Context: an optimization exercise on an open-source flow, tuned for small area and a short achievable clock period. The choices shown serve that exercise and are no tape-out recipe.
RTL that was checked went through simulation tests only; none was proved equivalent to the original.
No functional check of the RTL was part of run 8.
Power and IR drop assume default switching activity.

[design/flow/design.v]
package fpu_pkg;
	typedef struct packed {
		logic                  sign;
		logic [8-1:0] exp;
		logic [23-1:0] man;    
	} fpu_float_t;
	typedef struct packed {
		logic [5:0] op1;    
		logic [4:0] fmt;    
		logic [5:0] op2;    
	} fpu_instr_t;
	typedef enum logic [2:0] {
		OP_ADD,
		OP_SUB,
		OP_ABS,
		OP_NEG,
		OP_FTOI,
		OP_ITOF,
		OP_INVALID
	} fpu_op_t;
	typedef struct packed {
		logic [32-1:0] value;
		logic [4-1:0]  exc;    
	} fpu_res_t;
endpackage
`timescale 1ns/1ps
`default_nettype none
module fpu_lzc #(
	parameter int LOG = 6
) (
	input  logic [(1<<LOG)-1:0] value,
	output logic [LOG-1:0]      count
);
	localparam int N = 1 << LOG;
	logic [N-1:0]   v [LOG+1];
	logic [LOG-1:0] c [LOG+1][N];
	genvar l, j;
	generate
		for (j = 0; j < N; j++) begin : g_leaf
			assign v[0][j] = value[N-1-j];
			assign c[0][j] = '0;
		end
		for (l = 1; l <= LOG; l++) begin : g_lvl
			for (j = 0; j < (N >> l); j++) begin : g_node
				assign v[l][j] = v[l-1][2*j] | v[l-1][2*j+1];
				if (l == 1) begin : g_first
					assign c[l][j] = LOG'(~v[0][2*j]);
				end else begin : g_rest
					assign c[l][j] = v[l-1][2*j] ? LOG'(c[l-1][2*j][l-2:0])
					                             : LOG'({1'b1, c[l-1][2*j+1][l-2:0]});
				end
			end
			for (j = (N >> l); j < N; j++) begin : g_pad
				assign v[l][j] = 1'b0;
				assign c[l][j] = '0;
			end
		end
	endgenerate
	assign count = c[LOG][0];
endmodule
`default_nettype wire
`default_nettype none
module fpu_pfx_add #(
	parameter int W = 32
) (
	input  logic [W-1:0] x,
	input  logic [W-1:0] y,
	input  logic         cin,
	output logic [W:0]   s
);
	localparam int N = W + 1;
	localparam int L = $clog2(N);
	logic [N-1:0] g [L+1];
	logic [N-1:0] p [L+1];
	always_comb begin
		g[0] = {x & y, cin};
		p[0] = {x ^ y, 1'b0};
		for (int l = 0; l < L; l++) begin
			for (int i = 0; i < N; i++) begin
				if (((i >> l) & 1) != 0) begin
					g[l+1][i] = g[l][i] | (p[l][i] & g[l][((i >> l) << l) - 1]);
					p[l+1][i] = p[l][i] & p[l][((i >> l) << l) - 1];
				end else begin
					g[l+1][i] = g[l][i];
					p[l+1][i] = p[l][i];
				end
			end
		end
	end
	assign s = {1'b0, x ^ y} ^ g[L];
endmodule
`default_nettype wire
`timescale 1ns/1ps
`default_nettype none
module fpu_addsub (
	input  fpu_pkg::fpu_instr_t        instr,
	input  fpu_pkg::fpu_float_t        a,
	input  fpu_pkg::fpu_float_t        b,
	output logic [34:0]                s,           
	output logic [8-1:0]      e_w,         
	output logic                       sign,        
	output logic                       float_sel,   
	output logic                       addsub,
	output logic                       eff_sub,     
	output logic                       spec,        
	output logic                       qnan,        
	output logic                       ftoi_ovf,
	output logic                       ftoi_nan,
	output logic                       invalid
);
	localparam int EW = 8;
	localparam int MW = 23;
	wire cop1   = (instr.op1 == 6'b010001);
	wire fmt_s  = (instr.fmt == 5'b10000);
	wire op_as  = cop1 && fmt_s && (instr.op2[5:1] == 5'd0);
	wire op_abs = cop1 && fmt_s && (instr.op2 == 6'b000101);
	wire op_neg = cop1 && fmt_s && (instr.op2 == 6'b000111);
	wire op_f2i = cop1 && (instr.fmt == 5'b00000) && (instr.op2 == 6'b000000);
	wire op_i2f = cop1 && (instr.fmt == 5'b00100) && (instr.op2 == 6'b000000);
	wire a_ez   = (a.exp == '0);
	wire b_ez   = (b.exp == '0);
	wire a_spec = &a.exp;
	wire b_spec = &b.exp;
	wire a_nan  = a_spec && (a.man != '0);
	wire b_nan  = b_spec && (b.man != '0);
	wire [MW:0]   a_m = {!a_ez, a.man};
	wire [MW:0]   b_m = {!b_ez, b.man};
	wire [EW-1:0] a_e = {a.exp[EW-1:1], a.exp[0] | a_ez};
	wire [EW-1:0] b_e = {b.exp[EW-1:1], b.exp[0] | b_ez};
	wire b_sign = b.sign ^ instr.op2[0];
	wire es     = a.sign ^ b_sign;
	logic [24:0] mge_s;
	fpu_pfx_add #(.W(24)) u_cmp (
		.x  (a_m),
		.y  (~b_m),
		.cin(1'b1),
		.s  (mge_s)
	);
	wire sp     = a_spec || b_spec;
	wire f_big  = (a.exp > 8'd158) || ((a.exp == 8'd158) && !(a.sign && (a.man == '0)));
	wire f_ok   = !f_big;
	wire [EW:0]   d_ab = {1'b0, a_e} - {1'b0, b_e};
	wire [EW-1:0] d_ba = b_e - a_e;
	wire [EW-1:0] d_f  = 8'd158 - a_e;
	wire [EW-1:0] d    = op_f2i ? d_f : d_ab[EW] ? d_ba : d_ab[EW-1:0];
	wire          a_ge = !d_ab[EW] && ((d_ab[EW-1:0] != '0) || mge_s[24]);
	wire w_a    = a_ge && !b_nan;    
	wire sel_lb = op_as && !sp && w_a;
	wire sel_la = (op_as && !sp && !w_a) || (op_f2i && f_ok);
	wire [MW:0] m_l = sel_lb ? b_m : (sel_la ? a_m : '0);
	wire [32:0] f = (d[7:6] != 2'b00) ? 33'd0 : ({m_l, 9'b0} >> d[5:0]);
	logic [MW:0] m_or [6];
	logic        st;
	always_comb begin
		m_or[0] = m_l;
		for (int l = 0; l < 5; l++)
			for (int i = 0; i <= MW; i++)
				m_or[l+1][i] = m_or[l][i] |
				               ((((i >> l) & 1) != 0) ? m_or[l][((i >> l) << l) - 1] : 1'b0);
		st = 1'b0;
		for (int i = 10; i < 34; i++)
			if (d == EW'(i))
				st = m_or[5][i-10];
		if (d >= 8'd34)
			st = m_or[5][MW];
	end
	wire [MW:0]  m_w = w_a ? a_m : b_m;
	wire [31:0]  x1n = {op_neg & ~a.sign, a.exp, a.man};
	wire [33:0]  x   = (op_abs | op_neg) ? {x1n, 2'b00} :
	                   op_as ? {m_w, 10'b0} : 34'd0;
	wire [33:0]  y   = {f, st} | (op_i2f ? {b, 2'b00} : 34'd0);
	wire sub = (op_as && !sp && es) || (op_f2i && a.sign) || (op_i2f && b.sign);
	wire [33:0] yx  = {y[33:1] ^ {33{sub}}, op_f2i | (y[0] ^ sub)};
	wire        y34 = sub && !op_i2f;
	wire        cin = sub || op_f2i;
	logic [35:0] s_full;
	fpu_pfx_add #(.W(35)) u_add (
		.x  ({1'b0, x}),
		.y  ({y34, yx}),
		.cin(cin),
		.s  (s_full)
	);
	assign s = s_full[34:0];
	assign e_w       = op_as ? (w_a ? a_e : b_e) : 8'd158;
	assign float_sel = op_as | op_i2f;
	assign addsub    = op_as;
	assign eff_sub   = op_as & es;
	assign spec      = op_as & sp;
	wire w_sign  = a_ge ? a.sign : b_sign;
	wire sp_sign = (a_spec && !b_spec) ? a.sign :
	               (!a_spec && b_spec) ? b_sign :
	               b_nan ? b.sign :
	               a_nan ? a.sign :
	               (es | a.sign);
	assign sign = op_as ? (sp ? sp_sign : w_sign) : b.sign;
	assign qnan = op_as & (a_nan | b_nan | (a_spec & b_spec & es));
	assign ftoi_nan = op_f2i & a_nan;
	assign ftoi_ovf = op_f2i & !a_nan & f_big;
	assign invalid  = !(op_as | op_abs | op_neg | op_f2i | op_i2f);
endmodule
`default_nettype wire
`timescale 1ns/1ps
`default_nettype none
module fpu_convert (
	input  logic [34:0]           s,
	input  logic [8-1:0] e_w,
	input  logic                  sign,
	input  logic                  float_sel,
	input  logic                  addsub,
	input  logic                  eff_sub,
	input  logic                  spec,
	input  logic                  qnan,
	input  logic                  ftoi_ovf,
	input  logic                  ftoi_nan,
	input  logic                  invalid,
	output fpu_pkg::fpu_res_t     result
);
	localparam int EW = 8;
	localparam int MW = 23;
	logic [34:0] mark;
	always_comb begin
		for (int i = 0; i < 35; i++)
			mark[i] = (e_w == EW'(34 - i));
	end
	logic [5:0] lz;
	fpu_lzc #(
		.LOG(6)
	) u_lzc (
		.value({s | mark, 1'b1, 28'd0}),
		.count(lz)
	);
	logic [34:0] n;
	always_comb begin
		n = s;
		for (int k = 5; k >= 0; k--)
			if (lz[k])
				n = n << (1 << k);
	end
	wire [MW:0]   m    = n[34:11];
	wire          g    = n[10];
	wire          st   = |n[9:0];
	wire          rnd  = g & (m[0] | st);
	logic [MW+1:0] m_r;
	fpu_pfx_add #(.W(MW+1)) u_rnd (
		.x  (m),
		.y  ('0),
		.cin(rnd),
		.s  (m_r)
	);
	wire [EW:0]   e0   = {1'b0, e_w} + 9'd1 - {3'b0, lz};
	wire [EW:0]   e1   = e0 + 9'd1;
	wire          cy   = m_r[MW+1];
	wire [EW-1:0] e_r  = cy ? e1[EW-1:0] : e0[EW-1:0];
	wire          big  = e0[EW] | (&e0[EW-1:0]);
	wire          ovf  = big | (cy & (e0 == 9'd254));
	wire          hid  = m_r[MW+1] | m_r[MW];
	wire          zero = (s == '0);
	wire          sgn  = sign & !(eff_sub & zero);
	wire [EW-1:0] f_exp = big ? 8'hff : (hid ? e_r : 8'd0);
	wire [MW-1:0] f_man = (big & !spec) ? 23'd0 : {m_r[MW-1] | qnan, m_r[MW-2:0]};
	wire [31:0]   f_val = {sgn, f_exp, f_man};
	assign result.value = float_sel ? f_val : s[33:2];
	assign result.exc   = {invalid, 1'b0, ftoi_nan, ftoi_ovf | (addsub & !spec & ovf)};
endmodule
`default_nettype wire
`timescale 1ns/1ps
`default_nettype none
module fpu_issue (
	input  logic                  clk,
	input  logic                  arst_n,
	input  logic                  issue,
	input  logic [34:0]           s_d,
	input  logic [8-1:0] e_d,
	input  logic [8:0]            f_d,
	output logic [34:0]           s_q,
	output logic [8-1:0] e_q,
	output logic [8:0]            f_q,
	output logic                  done
);
	always_ff @(posedge clk) begin
		s_q <= s_d;
		e_q <= e_d;
		f_q <= f_d;
	end
	always_ff @(posedge clk or negedge arst_n) begin
		if (!arst_n)
			done <= 1'b0;
		else
			done <= issue;
	end
endmodule
`default_nettype wire
`timescale 1ns/1ps
`default_nettype none
module fpu_top (
	input  logic                   clk,
	input  logic                   arst_n,
	input  logic                   issue,
	input  fpu_pkg::fpu_instr_t    instr,
	input  logic [32-1:0] x1,
	input  logic [32-1:0] x2,
	output fpu_pkg::fpu_res_t      result,
	output logic                   done
);
	logic [34:0]           s_d, s_q;
	logic [8-1:0] e_d, e_q;
	logic [8:0]            f_d, f_q;
	fpu_addsub u_addsub (
		.instr    (instr),
		.a        (x1),
		.b        (x2),
		.s        (s_d),
		.e_w      (e_d),
		.sign     (f_d[0]),
		.float_sel(f_d[1]),
		.addsub   (f_d[2]),
		.eff_sub  (f_d[3]),
		.spec     (f_d[4]),
		.qnan     (f_d[5]),
		.ftoi_ovf (f_d[6]),
		.ftoi_nan (f_d[7]),
		.invalid  (f_d[8])
	);
	fpu_issue u_issue (
		.clk   (clk),
		.arst_n(arst_n),
		.issue (issue),
		.s_d   (s_d),
		.e_d   (e_d),
		.f_d   (f_d),
		.s_q   (s_q),
		.e_q   (e_q),
		.f_q   (f_q),
		.done  (done)
	);
	fpu_convert u_convert (
		.s        (s_q),
		.e_w      (e_q),
		.sign     (f_q[0]),
		.float_sel(f_q[1]),
		.addsub   (f_q[2]),
		.eff_sub  (f_q[3]),
		.spec     (f_q[4]),
		.qnan     (f_q[5]),
		.ftoi_ovf (f_q[6]),
		.ftoi_nan (f_q[7]),
		.invalid  (f_q[8]),
		.result   (result)
	);
endmodule
`default_nettype wire
[design/flow/flow/run.sh]
#!/bin/bash
# Layout flow: the standard layout (standard.sh, with its standard synthesis unchanged)
# with two changes to how the layout is optimised, none to the constraints:
#  - every port still gets a buffer, but a sky130_fd_sc_hd__buf_2 rather than the default
#    cell buffer_ports picks;
#  - the resizer's repair_timing aims for 9 ns of setup slack, so it works on the
#    critical paths although the 19 ns clock is met anyway.
# make's output goes to standard.log; each ORFS step's tool log is copied to tool_logs/.
set -e
bash standard.sh finish SETUP_SLACK_MARGIN=9 "BUFFER_PORTS_ARGS=-buffer_cell sky130_fd_sc_hd__buf_2" > standard.log 2>&1
mkdir -p tool_logs
cp orfs/logs/*/*/*/*.log tool_logs/ 2>/dev/null || true
[design/flow/standard.sh]
#!/bin/bash
# synth_recipe.tcl (not shown) runs the flow's synth.tcl, then flattens the netlist and writes it again
# the make line also repeats each setting of config.mk as NAME=value (left out here)
make -C /OpenROAD-flow-scripts/flow DESIGN_CONFIG=/design/flow/config.mk WORK_HOME=/design/flow/orfs CLKGATE_MAP_FILE= SYNTH_SCRIPT=/design/flow/synth_recipe.tcl "${@:-finish}"
[design/flow/config.mk]
export PLATFORM = sky130hd
export DESIGN_NAME = fpu_top
export DESIGN_NICKNAME = fpu_top
export VERILOG_FILES = /design/flow/design.v
export SDC_FILE = /design/flow/constraint.sdc
export NUM_CORES = 4
export LEC_CHECK = 0
export ABC_AREA = 1
export CAP_MARGIN = 50
export CORE_MARGIN = 2
export CORE_UTILIZATION = 50
export PLACE_DENSITY = 0.65
export SLEW_MARGIN = 70
[design/flow/constraint.sdc]
create_clock -name core_clock -period 19.0 [get_ports {clk}]
set_input_delay 3.8000 -clock core_clock [delete_from_list [all_inputs] [get_ports {clk}]]
set_output_delay 3.8000 -clock core_clock [all_outputs]
set_load 0.01 [all_outputs]
==> impl_metrics.ini, run 1 <==
[route]
viasPerCell = 5.87
wl_met3_um = 4220
firstDrtPassIters = 6
vias = 15300
top_layer = met5
drt_iter0_markers = 1727
antenna_left = 0
dr_wl_met2_um = 21900
drc = 0
wl_um = 48300
wl_met1_um = 19200
routedWlPerCell_um = 18.6

[cts]
cts.clk_slew.worst_paths_ps = 70
tritoncts.num_buffers = 5
clock-sinks = 53
cts_tree = done
clock_path_buffers = 2
cts_root_buf = clkbuf_16
cts_max_level = 2
cts_hold_buf = 0

[worst_setup_path]
critPathCaptureType = flip-flop
cp_slowest_cell = fa_2
crit_path_max_incr_delay_ps = 440
startpoint = x2[27]
cp-start-kind = input port
cpMostUsedCell = nand2_1
worst-path-max-fanout = 6
crit_arrival_ps = 9950
critPathKind = input port to flip-flop
critPathRequiredTime_ps = 19170

[layout]
n_antenna_cell = 0
syn2layout_area_growth_pct = 17.2
layout.nets = 2466
drive_above_1_share_pct = 16.5
final_area_um2 = 14100

[floorplan]
dieHeight_um = 159
dieArea_um2 = 25200
io_pins = 121
initial_core_util_pct = 50.9
num_rows = 56
die_w_um = 159
core_um2 = 23500

[timing]
rsz0062_at_grt = yes
report.final.slew_viol_count = 0
worstMarginPinSlew_ps = 488
slew_headroom_pct = 67.2
finalHoldViolCount = 0
fin_tns_setup_ps = 0
min_period_over_period_pct = 51.5
setup_viol = 0
fin_crit_ps = 9780
max_freq_mhz = 102

[power]
p_per_area_nw_per_um2 = 97.9
p_leak_nw = 7.20
max-vdd-ir-drop_v = 0.000181

[global_routing]
grt_remaining_overflow = 0
grt_start_max_net_pins = 54
grt_pass1_vias = 13900
grt_usage_pct = 35.6
grt_pass1_wl_um = 72800
antenna_found_initial = 1

[synthesis]
ys_async_sr_fraction_pct = 1.89
ys_seq_elements = 53
syn_area_per_cell_um2 = 5.56
synth_area_um2 = 12000
synth_cell_type_count = 68
seq_area_frac_synth_pct = 8.89
yosysWarnings = 13
synth_nets = 2344
synth-edff-count = 0
synth_top_flop_cell = dfxtp_1
netlist_instances = 2158

[placed_design]
place_congestion = 1.07
hpwl_um = 38400
port_buffers = 119
post_dp_cell_area_um2 = 12800

[job]
maxCapViolCount = 0

[min_path]
worstHoldPathType = input port to async pin

[run_status]
outcome = finished clean
[sequential cells by signal (all words and copies together), names as in the netlist]
register / cells
u_issue.f_q: 9
u_issue.s_q: 35
u_issue.e_q: 8
u_issue.done: 1
[worst max-delay path by stage]
stage                      endpoint  slack, ps  depth (start not counted)
global placement    u_issue.s_q[32]       7630                         47
finish              u_issue.s_q[31]       9220                         39
global route        u_issue.s_q[32]       8840                         51
floorplan           u_issue.s_q[32]       9320                         42
detailed placement  u_issue.s_q[32]       7950                         48
CTS                 u_issue.s_q[32]       9020                         51
[through the flow]
step	std cells	setup WS, ps	total power [mW]	utilization [%]	hold WS (ps)
2_1_floorplan	2158	9320	0.962	-	3500
3_5_place_dp	2537	7950	1.18	54.5	3580
6_report	2600	9220	1.38	59.7	3260
3_3_place_gp	2532	7630	1.15	53.9	3570
5_1_grt	2600	8840	1.51	59.7	3260
4_1_cts	2558	9020	1.29	56.2	3260
[worst max-delay path: cells and delay by family]
kind / cells / cell delay [ps]
buffers and inverters: 6 / 740
AOI/OAI and AO/OA: 8 / 1750
xor gates and xnor gates: 1 / 180
and+or+nand+nor: 20 / 2120
adders and majority gates: 4 / 1330
[report_power, final]
part	internal [mW]	switching, mW
Combinational	0.385	0.762
Sequential	0.117	0.00791
Clock	0.0632	0.0402
Total	0.565	0.810
[logic make-up after synthesis]
group           Yosys count  share of synthesized area (%)
xor+xnor                 81                           5.91
flops                    53                           8.89
other cells               1                         0.0313
compound gates          481                           23.2
buf+inv                 392                           13.1
mux                       9                          0.751
fa+ha+maj               102                           11.1
simple gates           1039                           37.0
[final cells by class]
cell class,instances,area [um^2]
clock inverters,3,50.0
well taps,319,399
clock buffers,5,125
multi-input cells,1714,9900
inverters,317,1240
fillers,2407,9490
flip-flops and latches,53,1070
repair buffers,189,1270
[repair_timing]
item / 4_1_cts / 5_1_grt
setup endpoints to repair: 32 / 62
gates resized for setup: 36 / 117
cloned: 1 / 6
setup buffers: 12 / 36
pin swaps: 15 / 50
[routing by layer]
layer  track usage (%)  up-vias
li1                  -     7365
met1              45.2     6820
met2              60.8      875
met3              3.19      199
met4              16.8        2
met5                 0        -
[cells in the mapped netlist (all sizes together), types with 14 or more instances]
master	n	area (um^2)
o211ai	19	143
clkbuf	38	143
buf	37	233
nand3	105	581
nor4	18	113
a21oi	127	651
ha	95	1190
dfxtp	52	1040
xnor2	23	201
o21ai	223	1150
xor2	58	508
inv	312	1170
nand2	606	2310
o22ai	35	233
a22oi	14	105
a31oi	20	125
nor2	232	947
nand4	31	221
nor3	31	165
[layout by cell type, fill, tap and decap left out, drive strengths merged, types with 14 or more instances in the layout]
cell type,netlist,layout
nor4,18,18
a22oi,14,14
nand4,31,31
o211ai,19,19
xnor2,23,23
buf,37,185
a31oi,20,20
nor2,232,232
dfxtp,52,52
nor3,31,31
ha,95,95
o22ai,35,35
a21oi,127,127
nand3,105,105
o21ai,223,223
nand2,606,607
inv,312,310
xor2,58,58
==> inputs of run 2 (changes only) <==
--- a/design/flow/config.mk
+++ b/design/flow/config.mk
@@ -10,4 +10,4 @@
 export CORE_MARGIN = 2
 export CORE_UTILIZATION = 50
-export PLACE_DENSITY = 0.65
+export PLACE_DENSITY = 0.85
 export SLEW_MARGIN = 70
==> run 2 against run 1 <==
Against the previous run: critical path type unchanged; cell count up 0.23%; die area did not move; clock power is 13% lower; worst hold slack worse by 1.2 ps; combinational power is 4% higher; power is 3.1% higher; largest cell class unchanged; first-iteration DRC count shrank 6.6%; setup slack worse by 250 ps; count of clock-buffer cells in the layout is the same; wire length is 1.7% higher.
==> impl_metrics.ini, run 2 <==
[run_status]
outcome = finished clean

[power]
max-vdd-ir-drop_v = 0.000150
p_leak_nw = 7.29
p_switching_uw = 838
combinationalPowerShare_pct = 84.9
seq_power_share_pct = 8.8
switching_share_pct = 59.1
cellInternalPower_uw = 580
p_per_area_nw_per_um2 = 99.9
p_clk_share_pct = 6.3

[route]
vias = 15500
routedWlPerCell_um = 18.8
antenna_left = 0
drt_iter0_markers = 1613
firstDrtPassIters = 6
viasPerCell = 5.95
drc = 0
wl_um = 49100

[layout]
final_common_cell = nand2_1
syn2layout_area_growth_pct = 18.3
final_area_um2 = 14200
largest_reg_flops = 35
drive_above_1_share_pct = 18.0
largest_register = u_issue.s_q
instances_no_fill = 2606
layout_common_cells = nand2_1, inv_1, nor2_1
layout.nets = 2472
n_antenna_cell = 0
reg.largest.list = u_issue.s_q (35), u_issue.f_q (9), u_issue.e_q (8)

[timing]
slew_headroom_pct = 61.7
rsz0062_at_grt = yes
fin_tns_setup_ps = 0
holdWs_ps = 3260
min_period_over_period_pct = 52.8
worst_slack_ps = 8970
max_freq_mhz = 99.7
report.final.slew_viol_count = 0
worstMarginPinSlew_ps = 569
fin_crit_ps = 10030
setup_viol = 0
finalHoldViolCount = 0

[floorplan]
initial_core_util_pct = 50.9
num_rows = 56
dieHeight_um = 159
dieArea_um2 = 25200
io_pins = 121
core_um2 = 23500
die_w_um = 159

[placed_design]
dp_cells = 2539
post_dp_cell_area_um2 = 12900
port_buffers = 119
dp_slack_ps = 7990
place_congestion = 1.00
hpwl_um = 39300

[synthesis]
yosys.area_share.adder_pct = 11.1
yosys-top-cells-area = nand2_1, ha_1, inv_1
synth_cell_type_count = 68
yosysTopAreaCell = nand2_1
synth_area_um2 = 12000
yosysWarnings = 13
yosysMostFrequentCell = nand2_1
ys_async_sr_fraction_pct = 1.89
ys_seq_elements = 53
synthTopCellsByCount = nand2_1, inv_1, nor2_1, o21ai_0, a21oi_1
netlist_instances = 2158
synth-compound-area-share_pct = 23.2
synth-xor-area-share_pct = 5.91
seq_area_frac_synth_pct = 8.89
synth-edff-count = 0
synth_top_area_share_pct = 18.7
synth_top_family_by_area = simple AND/OR/NAND/NOR gates
synth-simple-area-share_pct = 37.0
muxShareOfSynthArea_pct = 0.751
syn_area_per_cell_um2 = 5.56
synth_nets = 2344
synth_top_flop_cell = dfxtp_1

[cts]
cts_tree = done
tritoncts.num_buffers = 5
cts.clk_slew.worst_paths_ps = 70
cts_hold_buf = 0
clock_path_buffers = 2
clock-sinks = 53
cts_max_level = 2
cts_root_buf = clkbuf_16

[worst_setup_path]
crit_arrival_ps = 10210
critPathKind = input port to flip-flop
cp-start-kind = input port
cp_slowest_cell = fa_2
critPathRequiredTime_ps = 19180
crit_path_max_incr_delay_ps = 440
startpoint = x2[27]
cpMostUsedCell = nand2_1
worst-path-max-fanout = 10
critPathCaptureType = flip-flop

[min_path]
worstHoldPathType = input port to async pin

[job]
maxCapViolCount = 0

[global_routing]
grt_usage_pct = 36.3
antenna_found_initial = 0
grt_start_max_net_pins = 54
grt_remaining_overflow = 0
grt_pass1_wl_um = 74500
grt_pass1_vias = 14200
## run 2: cell count changes in the layout (fill, tap and decap cells not counted), sizes merged
cell,delta
bufbuf,+1
nand2,-1
bufinv,-1
clkbuf,-1
buf,+7
inv,+1
## run 2: stage by stage
stage               util, %  power, mW
floorplan                 -      0.962
global placement       54.0       1.16
detailed placement     54.6       1.19
CTS                    56.6       1.31
global route           60.3       1.55
finish                 60.3       1.42
## run 2: critical path: cells and delay by family
family / cells / cell delay [ps]
XOR/XNOR: 2 / 320
adder cells (fa/ha/maj): 4 / 1290
buffers and inverters: 7 / 960
AND/OR/NAND/NOR: 23 / 2520
AO/OA/AOI/OAI: 6 / 1330
## run 2: layout make-up
class                           instances  area [um^2]
Multi-Input combinational cell       1713         9980
Fill cell                            2419         9350
Timing Repair Buffer                  196         1360
Inverter                              317         1240
Sequential cell                        53         1070
Tap cell                              319          399
Clock buffer                            5          125
Clock inverter                          3         25.0
## run 2: worst paths after layout
kind | to | cells past startpoint
worst max-delay path | u_issue.s_q[32] | 42
worst min-delay path | u_issue.done | 1
max in group asynchronous | u_issue.done | 1
min in group core_clock | u_issue.done | 1
## run 2: cells by family after synthesis
group | Yosys count
AND/OR/NAND/NOR | 1039
AO/OA/AOI/OAI | 481
buffers and inverters | 392
adder cells (fa/ha/maj) | 102
XOR/XNOR | 81
flip-flops | 53
multiplexers | 9
other | 1
## run 2: per-layer routing
metal / part of all wire [%] / vias to the layer above / track usage [%]
met5: 0 / - / 0
met4: 5.2 / 0 / 16.9
met3: 9.1 / 187 / 4.18
met2: 46 / 947 / 61.7
met1: 40 / 7012 / 46.0
li1: - / 7361 / -
## run 2: power by group through the flow
stage | Sequential (mW) | Combinational (mW) | Clock, mW
after detailed placement | 0.128 | 1.07 | 0
after global placement | 0.127 | 1.03 | 0
final | 0.125 | 1.20 | 0.0891
after global routing | 0.126 | 1.33 | 0.0938
after floorplan | 0.124 | 0.838 | 0
after CTS | 0.125 | 1.09 | 0.0903
## run 2: what timing repair did
action	in CTS	in global routing
setup endpoints to repair	50	62
gates resized for setup	43	140
pin swaps	21	58
setup buffers	17	39
gates cloned	1	2
==> inputs of run 3 (changes only) <==
--- a/design/flow/config.mk
+++ b/design/flow/config.mk
@@ -9,5 +9,5 @@
 export CAP_MARGIN = 50
 export CORE_MARGIN = 2
-export CORE_UTILIZATION = 50
-export PLACE_DENSITY = 0.85
+export CORE_UTILIZATION = 40
+export PLACE_DENSITY = 0.6
 export SLEW_MARGIN = 70
==> run 3 against run 2 <==
Against the previous run: via count is 1.9% lower; combinational power is 4% lower; sequential power hardly changed; global-route usage is 6.3 points lower; wire length is 1.6% higher; count of clock-buffer cells in the layout stayed put; first-iteration DRC count is 2.9% lower; clock power is 1% higher; die area is 24% higher; critical path depth is 3 higher.
==> impl_metrics.ini, run 3 <==
[run_status]
outcome = finished clean

[layout]
largest_register = u_issue.s_q
final_common_cell = nand2_1
layout_common_cells = nand2_1, inv_1, nor2_1
reg.largest.list = u_issue.s_q (35), u_issue.f_q (9), u_issue.e_q (8)
n_antenna_cell = 0
drive_above_1_share_pct = 17.1
syn2layout_area_growth_pct = 18.3
layout.nets = 2479
largest_reg_flops = 35

[floorplan]
dieHeight_um = 177
core_um2 = 29600
die_w_um = 177
num_rows = 63
dieArea_um2 = 31400
io_pins = 121
initial_core_util_pct = 40.6

[route]
vias = 15200
routedWlPerCell_um = 18.6
wl_um = 49800
viasPerCell = 5.67
drt_iter0_markers = 1566
antenna_left = 0
drc = 0
firstDrtPassIters = 6

[synthesis]
seq_area_frac_synth_pct = 8.89
synth_area_um2 = 12000
yosysTopAreaCell = nand2_1
yosysMostFrequentCell = nand2_1
synth-edff-count = 0
synth_top_area_share_pct = 18.7
yosysWarnings = 13
yosys-top-cells-area = nand2_1, ha_1, inv_1
syn_area_per_cell_um2 = 5.56
synth_top_flop_cell = dfxtp_1
ys_seq_elements = 53
netlist_instances = 2158
synthTopCellsByCount = nand2_1, inv_1, nor2_1, o21ai_0, a21oi_1
ys_async_sr_fraction_pct = 1.89
synth_nets = 2344
synth_cell_type_count = 68

[worst_setup_path]
crit_arrival_ps = 9930
path_delay_family = simple AND/OR/NAND/NOR gates
critPathKind = input port to flip-flop
critPathCaptureType = flip-flop
worst-path-max-fanout = 6
cp_slowest_cell = fa_2
crit_buf_inv = 5
cp-start-kind = input port
critPathRequiredTime_ps = 19180
cpMostUsedCell = nor2_1
crit_path_max_incr_delay_ps = 340

[cts]
clock_path_buffers = 2
cts.clk_slew.worst_paths_ps = 80
tritoncts.num_buffers = 5
cts_hold_buf = 0
cts_max_level = 2
cts_root_buf = clkbuf_16
clock-sinks = 53
cts_tree = done

[power]
max-vdd-ir-drop_v = 0.0000769
p_leak_nw = 7.25
p_per_area_nw_per_um2 = 96.3

[timing]
finalHoldViolCount = 0
fin_crit_ps = 9750
slew_headroom_pct = 64.8
fin_tns_setup_ps = 0
report.final.slew_viol_count = 0
worstMarginPinSlew_ps = 527
rsz0062_at_grt = yes
holdWs_ps = 3260
max_freq_mhz = 103
min_period_over_period_pct = 51.3
setup_viol = 0

[global_routing]
grt_remaining_overflow = 0
grt_pass1_wl_um = 73900
antenna_found_initial = 0
grt_usage_pct = 30.1
grt_pass1_vias = 13600
grt_start_max_net_pins = 54

[job]
maxCapViolCount = 0

[placed_design]
place_congestion = 1.06
port_buffers = 119
hpwl_um = 39600

[min_path]
worstHoldPathType = input port to async pin
run 3: cell counts after synthesis:
Identical to the previous run, type by type.
run 3: final cells by class:
| cell class | count | area [um^2] |
|---|---|---|
| Tap cell | 390 | 488 |
| Timing Repair Buffer | 202 | 1370 |
| Sequential cell | 53 | 1070 |
| Inverter | 317 | 1230 |
| Clock inverter | 3 | 28.8 |
| Multi-Input combinational cell | 1714 | 9880 |
| Clock buffer | 5 | 125 |
| Fill cell | 3294 | 15400 |
run 3: final timing paths:
| path | from | endpoint | slack [ps] | cells past startpoint |
|---|---|---|---|---|
| worst min-delay path | arst_n | u_issue.done | 3260 | 1 |
| max in group asynchronous | arst_n | u_issue.done | 15660 | 1 |
| worst max-delay path | x2[27] | u_issue.s_q[32] | 9250 | 45 |
| min in group core_clock | issue | u_issue.done | 3600 | 1 |
run 3: kinds of logic (layout without fill, tap and decap cells):
| family | after synthesis | count (layout) | synth area share [%] |
|---|---|---|---|
| AO/OA/AOI/OAI | 481 | 481 | 23.2 |
| other | 1 | 1 | 0.0313 |
| buffers and inverters | 392 | 527 | 13.1 |
| flip-flops | 53 | 53 | 8.89 |
| adder cells (fa/ha/maj) | 102 | 102 | 11.1 |
| multiplexers | 9 | 9 | 0.751 |
| XOR/XNOR | 81 | 81 | 5.91 |
| AND/OR/NAND/NOR | 1039 | 1040 | 37.0 |
run 3: metal layers:
metal  up-vias  track usage, %  part of all wire, %
met1      6852            39.9                   41
li1       7371               -                    -
met3       165            1.91                  8.1
met5         -               0                    0
met2       829            50.5                   46
met4         0            12.2                  5.1
run 3: stage by stage:
step / cell area [um^2] / total power [mW] / util (%) / cells / worst slack, ps
floorplan: 12000 / 0.962 / - / 2158 / 9320
global placement: 12800 / 1.16 / 43.3 / 2604 / 7540
detailed placement: 12900 / 1.18 / 43.7 / 2609 / 7830
CTS: 13300 / 1.29 / 44.9 / 2632 / 9000
global route: 14200 / 1.50 / 48.0 / 2684 / 8810
finish: 14200 / 1.37 / 48.0 / 2684 / 9250
run 3: what timing repair did:
item	4_1_cts	5_1_grt
resized for setup	28	116
buffers inserted	14	46
cloned	1	6
setup endpoints to repair	33	51
pin swaps	14	36
run 3: power breakdown:
part | leakage [nW] | switching [mW] | internal (mW)
combinational | 6.74 | 0.763 | 0.389
clock | 0.0763 | 0.0396 | 0.0504
sequential | 0.432 | 0.00742 | 0.117
total | 7.25 | 0.810 | 0.556
==> inputs of run 4 (changes only) <==
--- a/design/flow/flow/run.sh
+++ b/design/flow/flow/run.sh
@@ -8,5 +8,5 @@
 # make's output goes to standard.log; each ORFS step's tool log is copied to tool_logs/.
 set -e
-bash standard.sh finish SETUP_SLACK_MARGIN=9 "BUFFER_PORTS_ARGS=-buffer_cell sky130_fd_sc_hd__buf_2" > standard.log 2>&1
+bash standard.sh finish SETUP_SLACK_MARGIN=8.5 "BUFFER_PORTS_ARGS=-buffer_cell sky130_fd_sc_hd__buf_2" > standard.log 2>&1
 mkdir -p tool_logs
 cp orfs/logs/*/*/*/*.log tool_logs/ 2>/dev/null || true
--- a/design/flow/config.mk
+++ b/design/flow/config.mk
@@ -9,5 +9,5 @@
 export CAP_MARGIN = 50
 export CORE_MARGIN = 2
-export CORE_UTILIZATION = 40
-export PLACE_DENSITY = 0.6
+export CORE_UTILIZATION = 50
+export PLACE_DENSITY = 0.65
 export SLEW_MARGIN = 70
==> run 4 against run 3 <==
Against the previous run: worst hold slack better by 2.5 ps; setup slack worse by 390 ps; utilization grew 8.8 points; sequential share of layout area is 0.46 points higher; flip-flop and latch count did not move; count of clock-buffer cells in the layout unchanged; via count fell by 1.9%; die area decreased by 20%; combinational power shrank 5%; critical endpoint unchanged.
==> impl_metrics.ini, run 4 <==
[timing]
worstMarginPinSlew_ps = 599
fin_tns_setup_ps = 0
slew_headroom_pct = 60.0
setup_viol = 0
max_freq_mhz = 98.6
fin_crit_ps = 10140
rsz0062_at_grt = yes
min_period_over_period_pct = 53.4
finalHoldViolCount = 0
holdWs_ps = 3260
report.final.slew_viol_count = 0

[min_path]
worstHoldPathType = input port to async pin

[route]
routedWlPerCell_um = 18.4
viasPerCell = 5.83
drc = 0
drt_iter0_markers = 1652
antenna_left = 0
firstDrtPassIters = 6
wl_um = 47100
vias = 14900

[cts]
clock-sinks = 53
cts_root_buf = clkbuf_16
cts_hold_buf = 0
tritoncts.num_buffers = 5
clock_path_buffers = 2
cts_max_level = 2
cts.clk_slew.worst_paths_ps = 70
cts_tree = done

[global_routing]
grt_remaining_overflow = 0
grt_pass1_vias = 13800
grt_pass1_wl_um = 72100
grt_start_max_net_pins = 54
grt_usage_pct = 35.3
antenna_found_initial = 0

[placed_design]
dp_cells = 2537
place_congestion = 1.07
port_buffers = 119
hpwl_um = 38400
post_dp_cell_area_um2 = 12800

[synthesis]
yosysMostFrequentCell = nand2_1
ys_async_sr_fraction_pct = 1.89
synth_top_flop_cell = dfxtp_1
synth_area_um2 = 12000
yosysTopAreaCell = nand2_1
seq_area_frac_synth_pct = 8.89
synth-edff-count = 0
netlist_instances = 2158
synthTopCellsByCount = nand2_1, inv_1, nor2_1, o21ai_0, a21oi_1
ys_seq_elements = 53
synth_top_area_share_pct = 18.7
yosysWarnings = 13
synth_cell_type_count = 68
yosys-top-cells-area = nand2_1, ha_1, inv_1
syn_area_per_cell_um2 = 5.56
synth_nets = 2344

[floorplan]
core_um2 = 23500
dieArea_um2 = 25200
io_pins = 121
num_rows = 56
initial_core_util_pct = 50.9
dieHeight_um = 159
die_w_um = 159

[worst_setup_path]
cpMostUsedCell = nor2_2
cp-start-kind = input port
crit_buf_inv = 5
critPathKind = input port to flip-flop
critPathRequiredTime_ps = 19180
cp_slowest_cell = fa_1
crit_path_max_incr_delay_ps = 390
critPathCaptureType = flip-flop
worst-path-max-fanout = 25
crit_arrival_ps = 10310
path_delay_family = simple AND/OR/NAND/NOR gates

[layout]
final_common_cell = nand2_1
final_area_um2 = 13400
instances_no_fill = 2560
layout_common_cells = nand2_1, inv_1, nor2_1
largest_reg_flops = 35
layout.nets = 2426
syn2layout_area_growth_pct = 11.4
drive_above_1_share_pct = 12.9
n_antenna_cell = 0
largest_register = u_issue.s_q
reg.largest.list = u_issue.s_q (35), u_issue.f_q (9), u_issue.e_q (8)

[power]
max-vdd-ir-drop_v = 0.000170
p_per_area_nw_per_um2 = 98.7
p_total_mw = 1.32
p_leak_nw = 6.91

[job]
maxCapViolCount = 0

[run_status]
outcome = finished clean
## run 4: through the flow
step,setup slack [ps],util (%)
global route,8260,56.8
global placement,7630,53.9
CTS,8500,55.3
floorplan,9320,-
detailed placement,7950,54.5
finish,8860,56.8
## run 4: final cells by class
| cell class | count | area (um^2) |
|---|---|---|
| clock inverters | 3 | 50.0 |
| fillers | 2508 | 10200 |
| inverters | 317 | 1220 |
| multi-input cells | 1715 | 9630 |
| repair buffers | 148 | 867 |
| flip-flops and latches | 53 | 1070 |
| well taps | 319 | 399 |
| clock buffers | 5 | 125 |
## run 4: worst max-delay path by stage
stage	startpoint	endpoint	slack, ps	depth (start not counted)
global placement	x2[23]	u_issue.s_q[32]	7630	47
global route	x2[23]	u_issue.s_q[32]	8260	50
finish	x2[23]	u_issue.s_q[32]	8860	42
CTS	x2[23]	u_issue.s_q[32]	8500	48
detailed placement	x2[23]	u_issue.s_q[32]	7950	48
floorplan	x1[24]	u_issue.s_q[32]	9320	42
## run 4: cell families (layout without fill, tap and decap cells)
family,Yosys count,count (layout),share of synthesized area [%]
adders and majority gates,102,102,11.1
and+or+nand+nor,1039,1041,37.0
other,1,1,0.0313
buffers and inverters,392,473,13.1
muxes,9,9,0.751
xor gates and xnor gates,81,81,5.91
DFF,53,53,8.89
AOI/OAI and AO/OA,481,481,23.2
## run 4: routing by layer
metal / share of wire, % / GRT usage, % / vias to the layer above
met5: 0 / 0 / -
li1: - / - / 7284
met1: 40 / 45.3 / 6677
met2: 45 / 59.8 / 786
met4: 5.5 / 16.8 / 0
met3: 8.7 / 2.87 / 174
## run 4: timing repair
item / 4_1_cts / 5_1_grt
pin swaps: 0 / 12
gates cloned: 0 / 3
resized for setup: 3 / 48
buffers inserted: 0 / 12
setup endpoints to repair: 4 / 35
## run 4: power breakdown
| group | switching, mW | internal (mW) | total, mW |
|---|---|---|---|
| Sequential | 0.00798 | 0.117 | 0.125 |
| Combinational | 0.737 | 0.353 | 1.09 |
| Clock | 0.0402 | 0.0632 | 0.103 |
| Total | 0.785 | 0.533 | 1.32 |
==> inputs of run 5 (changes only) <==
--- a/design/flow/flow/run.sh
+++ b/design/flow/flow/run.sh
@@ -4,5 +4,5 @@
 #  - every port still gets a buffer, but a sky130_fd_sc_hd__buf_2 rather than the default
 #    cell buffer_ports picks;
-#  - the resizer's repair_timing aims for 9 ns of setup slack, so it works on the
+#  - the resizer's repair_timing aims for 8.5 ns of setup slack, so it works on the
 #    critical paths although the 19 ns clock is met anyway.
 # make's output goes to standard.log; each ORFS step's tool log is copied to tool_logs/.
==> run 5 against run 4 <==
Against the previous run: still clean; global-route usage did not move; non-clock buffer count did not move; die area did not move; fmax did not move; setup slack did not move; wire length did not move; largest power group unchanged; highest routed layer unchanged.
==> impl_metrics.ini, run 5 <==
[worst_setup_path]
crit_buf_inv = 5
crit_arrival_ps = 10310
cpMostUsedCell = nor2_2
cp_slowest_cell = fa_1
cp-start-kind = input port
timing.critical_path.to = u_issue.s_q[32]
startpoint = x2[23]
crit_path_max_incr_delay_ps = 390
worst-path-max-fanout = 25
path_delay_family = simple AND/OR/NAND/NOR gates
critPathCaptureType = flip-flop
critPathRequiredTime_ps = 19180
critPathKind = input port to flip-flop
path_depth = 42

[route]
routedWlPerCell_um = 18.4
viasPerCell = 5.83
vias = 14900
drt_iter0_markers = 1652
wl_um = 47100
antenna_left = 0
firstDrtPassIters = 6
drc = 0

[global_routing]
grt_pass1_wl_um = 72100
grt_remaining_overflow = 0
grt_pass1_vias = 13800
grt_usage_pct = 35.3
grt_start_max_net_pins = 54
antenna_found_initial = 0

[power]
seq_power_share_pct = 9.5
combinationalPowerShare_pct = 82.7
cellInternalPower_uw = 533
p_switching_uw = 785
p_total_mw = 1.32
p_leak_nw = 6.91
switching_share_pct = 59.6
p_clk_share_pct = 7.8
p_per_area_nw_per_um2 = 98.7
max-vdd-ir-drop_v = 0.000170

[layout]
layout.nets = 2426
largest_register = u_issue.s_q
seq_area_um2 = 1070
layout_common_cells = nand2_1, inv_1, nor2_1
final_common_cell = nand2_1
n_antenna_cell = 0
largest_reg_flops = 35
fill_cells = 2508
reg.largest.list = u_issue.s_q (35), u_issue.f_q (9), u_issue.e_q (8)
drive_above_1_share_pct = 12.9
syn2layout_area_growth_pct = 11.4
final_area_um2 = 13400
multi_input_area_um2 = 9630

[cts]
tritoncts.num_buffers = 5
cts.clk_slew.worst_paths_ps = 70
clock-sinks = 53
cts_max_level = 2
cts_hold_buf = 0
cts_root_buf = clkbuf_16
cts_tree = done
clock_path_buffers = 2

[synthesis]
netlist_instances = 2158
synth_area_um2 = 12000
yosysMostFrequentCell = nand2_1
syn_area_per_cell_um2 = 5.56
yosys-top-cells-area = nand2_1, ha_1, inv_1
yosysTopAreaCell = nand2_1
ys_seq_elements = 53
synth_top_area_share_pct = 18.7
seq_area_frac_synth_pct = 8.89
synth_top_flop_cell = dfxtp_1
synthTopCellsByCount = nand2_1, inv_1, nor2_1, o21ai_0, a21oi_1
synth_cell_type_count = 68
ys_async_sr_fraction_pct = 1.89
synth-edff-count = 0
synth_nets = 2344
yosysWarnings = 13

[timing]
worstMarginPinSlew_ps = 599
finalHoldViolCount = 0
fin_crit_ps = 10140
slew_headroom_pct = 60.0
report.final.slew_viol_count = 0
rsz0062_at_grt = yes
max_freq_mhz = 98.6
setup_viol = 0
min_period_over_period_pct = 53.4
fin_tns_setup_ps = 0

[run_status]
outcome = finished clean

[placed_design]
place_congestion = 1.07
hpwl_um = 38400
port_buffers = 119
post_dp_cell_area_um2 = 12800

[job]
maxCapViolCount = 0

[floorplan]
core_um2 = 23500
dieHeight_um = 159
die_w_um = 159
io_pins = 121
num_rows = 56
dieArea_um2 = 25200
initial_core_util_pct = 50.9

[min_path]
worstHoldPathType = input port to async pin
[run 5: cell counts in the layout (fill, tap and decap cells not counted)]
No cell type changed its count.
[run 5: final cells by class]
cell class / instances / share of cell area [%]
Multi-Input combinational cell: 1715 / 72.1
Inverter: 317 / 9.14
Sequential cell: 53 / 7.98
Timing Repair Buffer: 148 / 6.49
Tap cell: 319 / 2.99
Clock buffer: 5 / 0.936
Clock inverter: 3 / 0.375
[run 5: how the worst min path moves through the flow]
| stage | startpoint | endpoint | slack, ps | cells past startpoint |
|---|---|---|---|---|
| 6_report | arst_n | u_issue.done | 3260 | 1 |
| 3_3_place_gp | arst_n | u_issue.done | 3570 | 1 |
| 2_1_floorplan | arst_n | u_issue.done | 3500 | 0 |
| 4_1_cts | arst_n | u_issue.done | 3260 | 1 |
| 5_1_grt | arst_n | u_issue.done | 3260 | 1 |
| 3_5_place_dp | arst_n | u_issue.done | 3580 | 1 |
[run 5: cell families after synthesis]
family	share of synthesized area, %
muxes	0.751
other	0.0313
adders and majority gates	11.1
buffers and inverters	13.1
xor gates and xnor gates	5.91
and+or+nand+nor	37.0
AOI/OAI and AO/OA	23.2
DFF	8.89
[run 5: repair_timing]
action / CTS / global route
gates resized for setup: 3 / 48
setup buffers: 0 / 12
setup endpoints to repair: 4 / 35
cloned: 0 / 3
endpoints found under the hold margin: 0 / 0
pin swaps: 0 / 12
[run 5: metrics by stage]
stage          setup slack (ps)  hold WS, ps  util, %  std cells
6_report                   8860         3260     56.8       2560
5_1_grt                    8260         3260     56.8       2560
4_1_cts                    8500         3260     55.3       2545
3_5_place_dp               7950         3580     54.5       2537
3_3_place_gp               7630         3570     53.9       2532
2_1_floorplan              9320         3500        -       2158
[run 5: per-layer routing]
layer  vias up  share of wire, %  global-route usage, %
li1       7284                 -                      -
met1      6677                40                   45.3
met2       786                45                   59.8
met3       174               8.7                   2.87
met4         0               5.5                   16.8
met5         -                 0                      0
[run 5: power by group through the flow]
stage                     sequential [mW]  clock, mW  combinational [mW]
final                               0.125      0.103                1.09
after detailed placement            0.128          0                1.05
after CTS                           0.125      0.105                1.06
after global routing                0.126      0.109                1.22
after floorplan                     0.124          0               0.838
after global placement              0.127          0                1.02
==> inputs of run 6 (changes only) <==
--- a/design/flow/config.mk
+++ b/design/flow/config.mk
@@ -9,5 +9,5 @@
 export CAP_MARGIN = 50
 export CORE_MARGIN = 2
-export CORE_UTILIZATION = 50
-export PLACE_DENSITY = 0.65
+export CORE_UTILIZATION = 40
+export PLACE_DENSITY = 0.6
 export SLEW_MARGIN = 70
==> run 6 against run 5 <==
Against the previous run: non-clock buffer count is 4 higher; die area is 24% higher; flip-flop and latch count stayed put; area after synthesis stayed put; count of clock-buffer cells in the layout stayed put; sequential power hardly changed; setup slack better by 8.7 ps; utilization is 11 points lower; critical path type unchanged; largest power group unchanged; highest routed layer unchanged.
==> impl_metrics.ini, run 6 <==
[run_status]
outcome = finished clean

[synthesis]
synth_area_um2 = 12000
synth_cell_type_count = 68
synth_nets = 2344
ys_async_sr_fraction_pct = 1.89
synth_top_flop_cell = dfxtp_1
seq_area_frac_synth_pct = 8.89
netlist_instances = 2158
yosysTopAreaCell = nand2_1
syn_area_per_cell_um2 = 5.56
synthTopCellsByCount = nand2_1, inv_1, nor2_1, o21ai_0, a21oi_1
yosysWarnings = 13
yosys-top-cells-area = nand2_1, ha_1, inv_1
ys_seq_elements = 53
synth_top_area_share_pct = 18.7
synth-edff-count = 0
yosysMostFrequentCell = nand2_1

[timing]
fin_tns_setup_ps = 0
max_freq_mhz = 98.7
report.final.slew_viol_count = 0
worstMarginPinSlew_ps = 510
setup_viol = 0
slew_headroom_pct = 65.9
fin_crit_ps = 10130
finalHoldViolCount = 0
min_period_over_period_pct = 53.3
rsz0062_at_grt = yes
worst_slack_ps = 8870

[route]
viasPerCell = 5.63
routedWlPerCell_um = 18.4
drt_iter0_markers = 1575
drc = 0
vias = 14800
antenna_left = 0
firstDrtPassIters = 8
wl_um = 48300

[global_routing]
antenna_found_initial = 0
grt_usage_pct = 29.9
grt_pass1_vias = 13400
grt_start_max_net_pins = 54
grt_pass1_wl_um = 73500
grt_remaining_overflow = 0

[placed_design]
dp_slack_ps = 7830
place_congestion = 1.06
hpwl_um = 39600
port_buffers = 119

[min_path]
worstHoldPathType = input port to async pin

[worst_setup_path]
critPathKind = input port to flip-flop
worst-path-max-fanout = 23
crit_path_max_incr_delay_ps = 380
cp-start-kind = input port
critPathRequiredTime_ps = 19180
crit_arrival_ps = 10300
cpMostUsedCell = nor2_2
critPathCaptureType = flip-flop
cp_slowest_cell = fa_1

[power]
p_leak_nw = 6.93
p_per_area_nw_per_um2 = 97.4
max-vdd-ir-drop_v = 0.0000750
p_total_mw = 1.31

[layout]
layout.nets = 2429
n_antenna_cell = 0
largest_register = u_issue.s_q
final_common_cell = nand2_1
syn2layout_area_growth_pct = 12.3
drive_above_1_share_pct = 13.3
reg.largest.list = u_issue.s_q (35), u_issue.f_q (9), u_issue.e_q (8)
layout_common_cells = nand2_1, inv_1, nor2_1
fill_cells = 3368
largest_reg_flops = 35

[cts]
tritoncts.num_buffers = 5
cts_max_level = 2
cts_tree = done
cts.clk_slew.worst_paths_ps = 80
clock_path_buffers = 2
clock-sinks = 53
cts_root_buf = clkbuf_16

[floorplan]
die_w_um = 177
dieArea_um2 = 31400
initial_core_util_pct = 40.6
core_um2 = 29600
dieHeight_um = 177
num_rows = 63
io_pins = 121

[job]
maxCapViolCount = 0
[run 6: cell counts after synthesis]
Identical to the previous run, type by type.
[run 6: layout make-up]
type	instances	area, um^2	area share [%]
flip-flops and latches	53	1070	7.91
clock inverters	3	28.8	0.214
clock buffers	5	125	0.929
repair buffers	152	921	6.83
well taps	390	488	3.62
multi-input cells	1714	9630	71.4
inverters	317	1220	9.04
[run 6: repair_timing]
| item | 4_1_cts | 5_1_grt |
|---|---|---|
| setup endpoints to repair | 19 | 35 |
| resized for setup | 7 | 52 |
| buffers inserted | 2 | 12 |
| hold buffers | 0 | 0 |
| cloned | 1 | 2 |
| pin swaps | 1 | 15 |
[run 6: worst max-delay path by stage]
stage | slack, ps | startpoint | to
2_1_floorplan | 9320 | x1[24] | u_issue.s_q[32]
3_3_place_gp | 7540 | x2[23] | u_issue.s_q[32]
3_5_place_dp | 7830 | x2[23] | u_issue.s_q[32]
4_1_cts | 8510 | x2[24] | u_issue.s_q[32]
5_1_grt | 8400 | x2[27] | u_issue.s_q[32]
6_report | 8870 | x2[27] | u_issue.s_q[32]
[run 6: cells by family after synthesis]
| kind of cell | after synthesis | share of synthesized area, % |
|---|---|---|
| simple gates | 1039 | 37.0 |
| compound gates | 481 | 23.2 |
| buf+inv | 392 | 13.1 |
| fa+ha+maj | 102 | 11.1 |
| xor+xnor | 81 | 5.91 |
| flops | 53 | 8.89 |
| mux | 9 | 0.751 |
| other cells | 1 | 0.0313 |
[run 6: metrics by stage]
stage	cells	cell area (um^2)	hold WS, ps	utilization [%]
after floorplan	2158	12000	3500	-
after global placement	2604	12800	3570	43.3
after detailed placement	2609	12900	3580	43.7
after CTS	2620	13100	3250	44.3
after global routing	2634	13500	3250	45.6
final	2634	13500	3260	45.6
[run 6: layer usage]
metal / global-route usage [%] / up-vias / wire (um)
met5: 0 / - / 0
met4: 12.0 / 0 / 2120
met3: 1.95 / 131 / 3480
met2: 49.9 / 735 / 22000
met1: 39.9 / 6706 / 20800
li1: - / 7259 / -
[run 6: power breakdown]
part	internal, mW	switching, mW	leakage, nW
combinational	0.356	0.741	6.42
sequential	0.117	0.00744	0.432
clock	0.0504	0.0396	0.0763
total	0.524	0.788	6.93
[run 6: worst max-delay path, delay by kind of cell]
kind,cells,cell delay [ps]
AOI/OAI and AO/OA,1,190
and+or+nand+nor,36,4220
buffers and inverters,6,720
xor gates and xnor gates,2,380
adders and majority gates,4,980
==> inputs of run 7 (changes only) <==
==> design/flow/flow/run.sh (replaced) <==
#!/bin/bash
# Layout flow: the standard layout (standard.sh, with its standard synthesis unchanged)
# with two changes to how the layout is optimised, none to the constraints:
#  - every port still gets a buffer, but a sky130_fd_sc_hd__buf_1 rather than the default
#    cell buffer_ports picks;
#  - the resizer's repair_timing aims for 9 ns of setup slack, so it works on the
#    critical paths although the 19 ns clock is met anyway.
# make's output goes to standard.log; each ORFS step's tool log is copied to tool_logs/.
set -e
bash standard.sh finish SETUP_SLACK_MARGIN=9 "BUFFER_PORTS_ARGS=-buffer_cell sky130_fd_sc_hd__buf_1" > standard.log 2>&1
mkdir -p tool_logs
cp orfs/logs/*/*/*/*.log tool_logs/ 2>/dev/null || true
--- a/design/flow/config.mk
+++ b/design/flow/config.mk
@@ -9,5 +9,5 @@
 export CAP_MARGIN = 50
 export CORE_MARGIN = 2
-export CORE_UTILIZATION = 40
-export PLACE_DENSITY = 0.6
+export CORE_UTILIZATION = 50
+export PLACE_DENSITY = 0.65
 export SLEW_MARGIN = 70
==> run 7 against run 6 <==
Against the previous run: still clean on timing, DRC and antenna; sequential power is essentially flat; cell area grew 4.5%; die area shrank 20%; sequential share of layout area shrank 0.34 points; power grew 4.4%; count of clock-buffer cells in the layout is the same; fmax grew 4.3%; combinational power grew 4%; area after synthesis is the same; flip-flop and latch count is the same; via count grew 3.0%; critical path type unchanged; largest power group unchanged.
==> impl_metrics.ini, run 7 <==
[layout]
layout_common_cells = nand2_1, inv_1, nor2_1
largest_register = u_issue.s_q
syn2layout_area_growth_pct = 17.4
final_common_cell = nand2_1
layout.nets = 2480
largest_reg_flops = 35
reg.largest.list = u_issue.s_q (35), u_issue.f_q (9), u_issue.e_q (8)
drive_above_1_share_pct = 13.1
multi_input_area_um2 = 9950
fill_cells = 2490
seq_area_um2 = 1070

[floorplan]
dieArea_um2 = 25200
die_w_um = 159
core_um2 = 23500
dieHeight_um = 159
num_rows = 56
io_pins = 121
initial_core_util_pct = 50.9

[timing]
min_period_over_period_pct = 51.1
rsz0062_at_grt = yes
finalHoldViolCount = 0
worstMarginPinSlew_ps = 529
fin_tns_setup_ps = 0
fin_crit_ps = 9710
setup_viol = 0
slew_headroom_pct = 64.7
max_freq_mhz = 103
holdWs_ps = 3250
report.final.slew_viol_count = 0

[cts]
cts_tree = done
cts.clk_slew.worst_paths_ps = 80
cts_root_buf = clkbuf_16
tritoncts.num_buffers = 5
cts_max_level = 2
clock-sinks = 53
clock_path_buffers = 2

[global_routing]
grt_remaining_overflow = 0
grt_pass1_vias = 13800
grt_pass1_wl_um = 72000
grt_start_max_net_pins = 54
antenna_found_initial = 1
grt_usage_pct = 35.1

[route]
drt_iter0_markers = 1699
drc = 0
antenna_left = 0
wl_um = 48100
firstDrtPassIters = 6
viasPerCell = 5.84
vias = 15300
routedWlPerCell_um = 18.4

[worst_setup_path]
crit_arrival_ps = 9890
cp_slowest_cell = fa_2
timing.critical_path.to = u_issue.s_q[15]
cpMostUsedCell = nand2_1
critPathCaptureType = flip-flop
critPathKind = input port to flip-flop
startpoint = x1[23]
critPathRequiredTime_ps = 19190
worst-path-max-fanout = 14
cp-start-kind = input port
crit_path_max_incr_delay_ps = 530

[synthesis]
yosysTopAreaCell = nand2_1
synth_top_area_share_pct = 18.7
yosysMostFrequentCell = nand2_1
ys_seq_elements = 53
synth_cell_type_count = 68
ys_async_sr_fraction_pct = 1.89
seq_area_frac_synth_pct = 8.89
netlist_instances = 2158
syn_area_per_cell_um2 = 5.56
synth-edff-count = 0
synthTopCellsByCount = nand2_1, inv_1, nor2_1, o21ai_0, a21oi_1
yosys-top-cells-area = nand2_1, ha_1, inv_1
synth_top_flop_cell = dfxtp_1
yosysWarnings = 13
synth_nets = 2344
synth_area_um2 = 12000

[power]
p_leak_nw = 6.94
seq_power_share_pct = 9.1
p_clk_share_pct = 7.4
p_per_area_nw_per_um2 = 97.3
cellInternalPower_uw = 561
max-vdd-ir-drop_v = 0.000149
switching_share_pct = 59.1
p_switching_uw = 810
combinationalPowerShare_pct = 83.5

[placed_design]
port_buffers = 119
place_congestion = 1.07
hpwl_um = 37900

[min_path]
worstHoldPathType = input port to async pin

[job]
maxCapViolCount = 0

[run_status]
outcome = finished clean
==> run 7: logic make-up (layout without fill, tap and decap cells) <==
group,Yosys count,after routing,synth area share [%]
other cells,1,2,0.0313
simple gates,1039,1040,37.0
xor+xnor,81,81,5.91
fa+ha+maj,102,102,11.1
flops,53,53,8.89
compound gates,481,481,23.2
mux,9,9,0.751
buf+inv,392,528,13.1
==> run 7: critical path, delay by kind of cell <==
| family | cells | cell delay, ps |
|---|---|---|
| buffers and inverters | 9 | 900 |
| adder cells (fa/ha/maj) | 4 | 1130 |
| AO/OA/AOI/OAI | 6 | 890 |
| AND/OR/NAND/NOR | 32 | 3160 |
==> run 7: worst min-delay path by stage <==
stage / startpoint / to / cells past startpoint
3_3_place_gp: arst_n / u_issue.done / 1
2_1_floorplan: arst_n / u_issue.done / 0
6_report: arst_n / u_issue.done / 1
4_1_cts: arst_n / u_issue.done / 1
3_5_place_dp: arst_n / u_issue.done / 1
5_1_grt: arst_n / u_issue.done / 1
==> run 7: layout make-up <==
| class | count | area share (%) |
|---|---|---|
| multi-input combinational | 1714 | 70.7 |
| antenna | 1 | 0.0178 |
| timing repair buffer | 203 | 8.97 |
| sequential | 53 | 7.57 |
| clock inverter | 3 | 0.311 |
| clock buffer | 5 | 0.889 |
| tap | 319 | 2.84 |
| inverter | 317 | 8.71 |
==> run 7: routing by layer <==
metal	vias up	GRT usage (%)	routed length (um)
met5	-	0	0
met4	0	17.6	2920
met3	209	3.81	4220
met2	858	59.1	21500
met1	6819	44.5	19400
li1	7397	-	-
==> run 7: power groups by stage <==
stage                     clock, mW  combinational, mW  sequential [mW]
after CTS                     0.103               1.06            0.125
final                         0.101               1.14            0.125
after detailed placement          0               1.05            0.127
after floorplan                   0              0.838            0.124
after global placement            0               1.02            0.127
after global routing          0.107               1.27            0.125
==> run 7: through the flow <==
stage / cell area, um^2 / setup slack [ps] / power [mW] / util [%] / std cells
global route: 14100 / 8800 / 1.50 / 59.8 / 2614
floorplan: 12000 / 9320 / 0.962 / - / 2158
finish: 14100 / 9290 / 1.37 / 59.8 / 2615
detailed placement: 12700 / 7780 / 1.17 / 53.9 / 2538
global placement: 12600 / 7520 / 1.15 / 53.3 / 2532
CTS: 13000 / 8960 / 1.29 / 55.4 / 2558
==> run 7: repair_timing <==
action                                  4_1_cts  5_1_grt
gates resized for setup                      32      150
endpoints found under the setup margin       34       63
hold buffers                                  0        0
buffers inserted                             11       50
gates cloned                                  1        5
pin swaps                                     9       53
==> inputs of run 8 (changes only) <==
--- a/design/flow/design.v
+++ b/design/flow/design.v
@@ -230,11 +230,5 @@
 		.count(lz)
 	);
-	logic [34:0] n;
-	always_comb begin
-		n = s;
-		for (int k = 5; k >= 0; k--)
-			if (lz[k])
-				n = n << (1 << k);
-	end
+	wire [34:0]   n    = s << lz;
 	wire [MW:0]   m    = n[34:11];
 	wire          g    = n[10];
==> design/flow/flow/run.sh (replaced) <==
#!/bin/bash
# The standard layout (standard.sh, standard synthesis unchanged) with two changes to how
# the layout is optimised: the port buffers are a stronger buffer cell, and the resizer's
# repair_timing aims for extra setup slack so it works on the critical paths even though
# the 19 ns clock is met anyway. Each tool's output goes to the ORFS logs; make's output to
# standard.log.
set -e
bash standard.sh finish SETUP_SLACK_MARGIN=7 "BUFFER_PORTS_ARGS=-buffer_cell sky130_fd_sc_hd__buf_2" > standard.log 2>&1
==> run 8 against run 7 <==
Against the previous run: cell area down 4.3%; utilization shrank 4.6 points; first-iteration DRC count grew 0.47%; flip-flop and latch count stayed put; via count is 0.24% higher; cell count up 1.1%; combinational power grew 68%; sequential power is essentially flat; global-route usage increased by 0.12 points; synthesized cell count increased by 4.7%; fmax shrank 12%; largest cell class unchanged; largest power group unchanged; highest routed layer unchanged.
==> impl_metrics.ini, run 8 <==
[run_status]
outcome = finished clean

[power]
p_per_area_nw_per_um2 = 158
max-vdd-ir-drop_v = 0.000153
p_switching_mw = 1.37
seq_power_share_pct = 5.8
combinationalPowerShare_pct = 89.9
switching_share_pct = 64.5
p_clk_share_pct = 4.2
p_leak_nw = 7.28
cellInternalPower_uw = 756

[timing]
holdWs_ps = 3260
worst_slack_ps = 8000
setup_viol = 0
max_freq_mhz = 90.9
rsz0062_at_grt = no
finalHoldViolCount = 0
fin_crit_ps = 11000
min_period_over_period_pct = 57.9
fin_tns_setup_ps = 0
report.final.slew_viol_count = 0

[floorplan]
dieHeight_um = 162
io_pins = 121
num_rows = 57
dieArea_um2 = 26200
initial_core_util_pct = 51.1
die_w_um = 162
core_um2 = 24400

[synthesis]
synth_top_area_share_pct = 20.3
yosys-top-cells-area = nand2_1, ha_1, dfxtp_1
yosysMostFrequentCell = nand2_1
synth-edff-count = 0
synth_nets = 2446
synthTopCellsByCount = nand2_1, inv_1, nor2_1, o21ai_0, nand3_1
yosysWarnings = 13
yosysTopAreaCell = nand2_1
netlist_instances = 2260
syn_area_per_cell_um2 = 5.51
seq_area_frac_synth_pct = 8.56
ys_async_sr_fraction_pct = 1.89
synth_area_um2 = 12500
ys_seq_elements = 53
synth_cell_type_count = 67
synth_top_flop_cell = dfxtp_1

[route]
top_layer = met4
drc = 0
vias = 15300
dr_wl_met2_um = 21900
routedWlPerCell_um = 18.0
antenna_left = 0
drt_iter0_markers = 1707
wl_met3_um = 3570
wl_met1_um = 19700
viasPerCell = 5.79
wl_um = 47500
firstDrtPassIters = 6

[layout]
syn2layout_area_growth_pct = 8.12
reg.largest.list = u_issue.s_q (35), u_issue.f_q (9), u_issue.e_q (8)
drive_above_1_share_pct = 11.3
final_area_um2 = 13500
n_antenna_cell = 0
layout_common_cells = nand2_1, inv_1, nor2_1
largest_reg_flops = 35
largest_register = u_issue.s_q
final_core_util_pct = 55.2
layout.nets = 2505
final_common_cell = nand2_1

[placed_design]
place_congestion = 1.06
post_dp_cell_area_um2 = 13300
dp_slack_ps = 7900
hpwl_um = 39100
port_buffers = 119

[cts]
cts_resized = 0
cts_hold_buf = 0
clock-sinks = 53
tritoncts.num_buffers = 5
cts_root_buf = clkbuf_16
cts.clk_slew.worst_paths_ps = 70
clock_path_buffers = 2
cts_tree = done
post-cts-setup-buffers = 0
cts_max_level = 2

[worst_setup_path]
path_delay_family = simple AND/OR/NAND/NOR gates
startpoint = x1[28]
worst-path-max-fanout = 60
crit_arrival_ps = 11190
critPathCaptureType = flip-flop
crit_buf_inv = 7
critPathRequiredTime_ps = 19190
cpMostUsedCell = nand2_1
crit_path_max_incr_delay_ps = 390
critPathKind = input port to flip-flop
cp-start-kind = input port
cp_slowest_cell = fa_1

[global_routing]
grt_pass1_vias = 13800
grt_remaining_overflow = 0
grt_usage_pct = 35.2
antenna_found_initial = 0
grt_pass1_wl_um = 73400
grt_start_max_net_pins = 70

[min_path]
worstHoldPathType = input port to async pin

[job]
maxCapViolCount = 0
## run 8: worst paths after layout
check	end	slack [ps]	cells past startpoint
setup / recovery	u_issue.s_q[32]	8000	56
hold / removal	u_issue.done	3260	1
max in group asynchronous	u_issue.done	15650	1
min in group core_clock	u_issue.done	3610	1
## run 8: cells by family (layout without fill, tap and decap cells)
group | after synthesis | count (layout) | synth area share, %
buffers and inverters | 388 | 448 | 12.7
adders and majority gates | 102 | 102 | 10.7
and+or+nand+nor | 1133 | 1133 | 38.9
AOI/OAI and AO/OA | 496 | 496 | 22.9
xor gates and xnor gates | 83 | 83 | 5.84
other | 1 | 1 | 0.0301
muxes | 4 | 4 | 0.321
DFF | 53 | 53 | 8.56
## run 8: metrics by stage
stage | std cells | total power, mW
after global routing | 2644 | 2.34
after detailed placement | 2635 | 1.98
final | 2644 | 2.13
after CTS | 2643 | 2.08
after floorplan | 2260 | 1.60
after global placement | 2631 | 1.94
## run 8: per-layer routing
| layer | track usage, % | up-vias |
|---|---|---|
| met5 | 0 | - |
| met4 | 16.6 | 0 |
| met3 | 2.60 | 151 |
| met2 | 60.0 | 760 |
| met1 | 45.3 | 6843 |
| li1 | - | 7565 |
## run 8: power groups by stage
stage,combinational (mW),clock (mW),sequential [mW]
after floorplan,1.47,0,0.124
after global placement,1.81,0,0.127
after detailed placement,1.85,0,0.127
after CTS,1.86,0.0924,0.124
after global routing,2.12,0.0958,0.125
final,1.91,0.0903,0.124
## run 8: layout make-up
cell class	instances	area [um^2]
timing repair buffer	140	762
clock inverter	3	28.8
clock buffer	5	125
fill	2671	10900
tap	324	405
inverter	300	1130
sequential	53	1070
multi-input combinational	1819	9950

[afterwards: timing with drivers on the ports]
The flow's constraints put no driver on any port. The routed layouts listed below were extracted and timed again, unchanged, in two steps. Step 1 (the two cells are an assumption about what drives the block):
set clk [get_ports {clk}]
set_driving_cell -lib_cell sky130_fd_sc_hd__clkbuf_16 $clk
set_driving_cell -lib_cell sky130_fd_sc_hd__buf_2 [delete_from_list [all_inputs] $clk]
Step 2 also shifts input and output timing later by t, the mid clock arrival at the registers, as if the neighbouring blocks saw the same clock. a / b / c = no drivers / after step 1 / after step 2; a / b = the first two.
run	t, ns	setup slack, ns	clock arrival spread, ns	worst slew at a driven data input, ns
run 1	0.326	9.221 / 9.226 / 8.900	0.011 / 0.010	0.04
run 2	0.332	8.970 / 8.969 / 8.638	0.007 / 0.007	0.05
run 3	0.334	9.249 / 9.274 / 8.941	0.013 / 0.013	0.04
run 4	0.326	8.863 / 8.883 / 8.557	0.011 / 0.011	0.04
run 5	0.326	8.863 / 8.883 / 8.557	0.011 / 0.011	0.04
run 6	0.330	8.872 / 8.894 / 8.564	0.013 / 0.014	0.04
run 7	0.329	9.293 / 9.297 / 8.968	0.016 / 0.016	0.05
run 8	0.333	7.995 / 8.019 / 7.686	0.008 / 0.008	0.04
After both steps setup and hold are still met in every run listed. For run 2, which loses most, drivers alone change the setup slack by -0.001 ns; drivers and shift together by -0.332 ns.
